This design comes from an exercise in tuning for small area and a short achievable clock period on the open sky130 flow, not from production work.
The RTL was checked by simulation tests, not by an equivalence proof against the original design.
The clock input has no modelled driver; a real chip could not lean on it and would need a root buffer or a full tree.
Power figures rest on the tool's default switching activity, not on a simulated workload.

==> flow/design.v (excerpt) <==
module xbar_alloc_top (
   input  logic         clk,
   input  logic         rst,
   input  logic [24:0]  req,
   input  logic [4:0]   req_tail,
   input  logic [4:0]   out_ready,
   output logic [24:0]  select,
   output logic [4:0]   grant
);
   lag_xbar_allocator #(.np(5), .max_links_num(1)) u_alloc (
      .clk       (clk),
      .rst       (rst),
      .req       (req),
      .req_tail  (req_tail),
      .out_ready (out_ready),
      .select    (select),
      .grant     (grant)
   );
endmodule
clock: 11.5 ns
lec_check: 0
cap_margin: 20
core_margin: 2
core_utilization: 30
slew_margin: 20
standard.sh (not shown) runs the stock make flow with config.mk's settings and CLKGATE_MAP_FILE= SYNTH_SCRIPT=/design/flow/synth_recipe.tcl, a recipe that flattens the netlist after the stock synthesis.
==> flow/flow/run.sh <==
#!/bin/bash
# The standard layout with these changes:
#  - synthesis maps logic with flow/abc_area.script (synth_recipe.tcl plus flow/abc_hook.tcl)
#  - the port buffers are the smallest plain buffer instead of the delay buffer
#    buffer_ports picks by default
#  - clock tree: no dummy load cells, and no root buffer (flow/post_cts.tcl)
#  - after CTS, gate upsizing toward a setup slack of flow/margin ns (flow/post_cts.tcl)
set -euo pipefail
export BUFFER_PORTS_ARGS="-buffer_cell sky130_fd_sc_hd__buf_1"
export CTS_ARGS="-sink_clustering_enable -repair_clock_nets -dont_use_dummy_load -buf_list sky130_fd_sc_hd__clkbuf_8 -root_buf sky130_fd_sc_hd__clkbuf_8 -tree_buf sky130_fd_sc_hd__clkbuf_8 -sink_clustering_size 30 -sink_clustering_max_diameter 100"
export FLOW_DIR_OWN=$PWD/flow
export POST_CTS_TCL=$PWD/flow/post_cts.tcl
export MY_ABC_SCRIPT=$PWD/flow/abc_area.script
{ head -n 1 synth_recipe.tcl; cat flow/abc_hook.tcl; tail -n +2 synth_recipe.tcl; } > my_synth.tcl
sed "s#SYNTH_SCRIPT=[^ ]*#SYNTH_SCRIPT=$PWD/my_synth.tcl#" standard.sh > my_standard.sh
grep -q "SYNTH_SCRIPT=$PWD/my_synth.tcl" my_standard.sh
bash my_standard.sh > standard.log 2>&1
==> flow/flow/abc_area.script <==
strash
&get -n
&deepsyn -T 60
&put
map -D 2200
topo
upsize -c -D 1000
dnsize -c -D 1000
==> flow/flow/drop_clock_root.tcl <==
# Drop the clock tree's root buffer: the clock port then drives the first-level
# buffers directly (two pins, under the port's fan-out limit).
proc drop_clock_root {} {
  set block [ord::get_db_block]
  set root [$block findInst clkbuf_0_clk]
  if { $root == "NULL" } { return }
  set in_net ""
  set out_net ""
  foreach it [$root getITerms] {
    set mt [$it getMTerm]
    if { [$mt getSigType] != "SIGNAL" } { continue }
    if { [$mt getIoType] == "INPUT" } { set in_net [$it getNet] }
    if { [$mt getIoType] == "OUTPUT" } { set out_net [$it getNet] }
  }
  set loads {}
  foreach it [$out_net getITerms] {
    if { [$it getInst] != $root } { lappend loads $it }
  }
  if { [llength $loads] > 3 } { return }
  foreach it $loads {
    $it disconnect
    $it connect $in_net
  }
  odb::dbInst_destroy $root
  odb::dbNet_destroy $out_net
  puts "dropped clock root buffer; clock port now drives [llength $loads] buffers"
}
==> flow/flow/margin <==
5.1
==> flow/flow/post_cts.tcl <==
# After CTS: drop the clock tree's root buffer (flow/drop_clock_root.tcl), then upsize
# gates on the slowest input-to-output paths until the setup slack reaches flow/margin
# ns (gate sizing only: no buffers, no restructuring), then legalize the placement again.
source $::env(FLOW_DIR_OWN)/drop_clock_root.tcl
drop_clock_root
set margin [string trim [exec cat $::env(FLOW_DIR_OWN)/margin]]
estimate_parasitics -placement
repair_timing -setup -setup_margin $margin -sequence sizeup -skip_last_gasp -verbose
detailed_placement
check_placement -verbose
Other scripts of this flow, unchanged in this note and not shown: flow/flow/abc_hook.tcl
Then changed:
--- a/flow/flow/run.sh
+++ b/flow/flow/run.sh
@@ -2 +2 @@
-# The standard layout with these changes:
+# The standard layout with two changes:
@@ -6 +6 @@
-#  - clock tree: no dummy load cells, and no root buffer (flow/post_cts.tcl)
+#  - clock tree: no dummy load cells
==> flow/flow/abc_area.script (replaced) <==
strash
dch -f
map -a
mfs2
strash
dch -f
map -a
topo
buffer -c
upsize -c
dnsize -c
==> flow/flow/margin (replaced) <==
5.2
==> flow/flow/post_cts.tcl (replaced) <==
# After CTS: upsize gates on the slowest input-to-output paths until the setup slack
# reaches flow/margin ns (gate sizing only: no buffers, no restructuring), then
# legalize the placement again.
set margin [string trim [exec cat $::env(FLOW_DIR_OWN)/margin]]
estimate_parasitics -placement
repair_timing -setup -setup_margin $margin -sequence sizeup -skip_last_gasp -verbose
detailed_placement
check_placement -verbose
removed: flow/flow/drop_clock_root.tcl
- register-to-register slack is worse by 0.14 ns
- clock-buffer cell count rises by 1
- sequential power rises by a few percent
- power rises by about a fifth
- wire length rises by about a fifth
- utilization falls by 0.99 points
- fmax rises slightly
- worst setup slack is better by 0.039 ns
- clock power rises by a quarter to a third
- cell count rises by roughly a tenth
- clock skew rises by 0.0068 ns
Then changed:
--- a/flow/flow/run.sh
+++ b/flow/flow/run.sh
@@ -6,2 +6 @@
-#  - clock tree: no dummy load cells
-#  - after CTS, gate upsizing toward a setup slack of flow/margin ns (flow/post_cts.tcl)
+#  - clock tree: small buffers, one sink cluster, no dummy load cells
@@ -11,2 +9,0 @@
-export FLOW_DIR_OWN=$PWD/flow
-export POST_CTS_TCL=$PWD/flow/post_cts.tcl
- CORE_UTILIZATION: 30 -> 60
- PLACE_DENSITY: unset -> 0.75
removed: flow/flow/margin
removed: flow/flow/post_cts.tcl
=> Final cell count goes down by a little under a tenth. First-iteration DRC count goes up by well over a third. Hold slack gets worse by 0.0091 ns. Sequential cell count does not change. Global-route usage goes up by 15 points. Setup slack gets worse by 0.24 ns.
Then changed:
--- a/flow/flow/run.sh
+++ b/flow/flow/run.sh
@@ -2 +2 @@
-# The standard layout with two changes:
+# The standard layout with these changes:
@@ -6 +6,2 @@
-#  - clock tree: small buffers, one sink cluster, no dummy load cells
+#  - clock tree: no dummy load cells, and no root buffer (flow/post_cts.tcl)
+#  - after CTS, gate upsizing toward a setup slack of flow/margin ns (flow/post_cts.tcl)
@@ -9,0 +11,2 @@
+export FLOW_DIR_OWN=$PWD/flow
+export POST_CTS_TCL=$PWD/flow/post_cts.tcl
==> flow/flow/abc_area.script (replaced) <==
strash
&get -n
&deepsyn -T 60
&put
map -D 2000
topo
upsize -c -D 1000
dnsize -c -D 1000
==> flow/flow/drop_clock_root.tcl (new file) <==
# Drop the clock tree's root buffer: the clock port then drives the first-level
# buffers directly (two pins, under the port's fan-out limit).
proc drop_clock_root {} {
  set block [ord::get_db_block]
  set root [$block findInst clkbuf_0_clk]
  if { $root == "NULL" } { return }
  set in_net ""
  set out_net ""
  foreach it [$root getITerms] {
    set mt [$it getMTerm]
    if { [$mt getSigType] != "SIGNAL" } { continue }
    if { [$mt getIoType] == "INPUT" } { set in_net [$it getNet] }
    if { [$mt getIoType] == "OUTPUT" } { set out_net [$it getNet] }
  }
  set loads {}
  foreach it [$out_net getITerms] {
    if { [$it getInst] != $root } { lappend loads $it }
  }
  if { [llength $loads] > 3 } { return }
  foreach it $loads {
    $it disconnect
    $it connect $in_net
  }
  odb::dbInst_destroy $root
  odb::dbNet_destroy $out_net
  puts "dropped clock root buffer; clock port now drives [llength $loads] buffers"
}
==> flow/flow/margin (new file) <==
5.2
==> flow/flow/post_cts.tcl (new file) <==
# After CTS: drop the clock tree's root buffer (flow/drop_clock_root.tcl), then upsize
# gates on the slowest input-to-output paths until the setup slack reaches flow/margin
# ns (gate sizing only: no buffers, no restructuring), then legalize the placement again.
source $::env(FLOW_DIR_OWN)/drop_clock_root.tcl
drop_clock_root
set margin [string trim [exec cat $::env(FLOW_DIR_OWN)/margin]]
estimate_parasitics -placement
repair_timing -setup -setup_margin $margin -sequence sizeup -skip_last_gasp -verbose
detailed_placement
check_placement -verbose
- CORE_UTILIZATION: 60 -> 30
- PLACE_DENSITY: 0.75 -> unset
Outcome:
- The changed run finished with timing, DRC and antenna clean
- register-to-register slack loses 0.12 ns
- wire length goes down by 0.42%
- via count goes down by 12%
- maximum frequency goes up by 2.1%
- combinational power goes down by 20%
- clock-buffer cell count goes down by 1
- synthesized area goes down by 8.4%
- cell area goes down by 2.5%

[port drivers added, routing unchanged]
How much do the figures lean on ideal ports? The routed layouts below were timed once more, with nothing changed but the port constraints. Step 1, drivers: a clkbuf_16 drives clk and a buf_2 each remaining input, both assumed. Step 2 adds t to the input delays and takes it off the output delays; t is the mean of the earliest and latest rising clock arrival at the registers after step 1. Input paths then give back, and output paths get back, about the clock's delay inside the block. Three values: ideal ports, drivers, drivers and shift; two values: the first two.
| run | t, ns | setup slack, ns | worst hold slack (ns) | worst data-port slew with drivers (ns) | pins driven straight from the clock port |
|---|---|---|---|---|---|
| the first run | 0.168 | 5.116 / 5.094 / 5.094 | 0.548 / 0.548 / 0.548 | 0.03 | 2 |
| the second run | 0.273 | 5.155 / 5.131 / 5.131 | 0.510 / 0.510 / 0.510 | 0.03 | 1 |
| the third run | 0.273 | 4.915 / 4.896 / 4.896 | 0.501 / 0.501 / 0.501 | 0.04 | 1 |
| the fourth run | 0.165 | 5.053 / 5.008 / 5.008 | 0.555 / 0.555 / 0.555 | 0.06 | 2 |
After both steps every run listed still meets setup and hold. For the fourth run, which loses most, drivers alone change the setup slack by -0.045 ns; drivers and shift together by -0.045 ns.
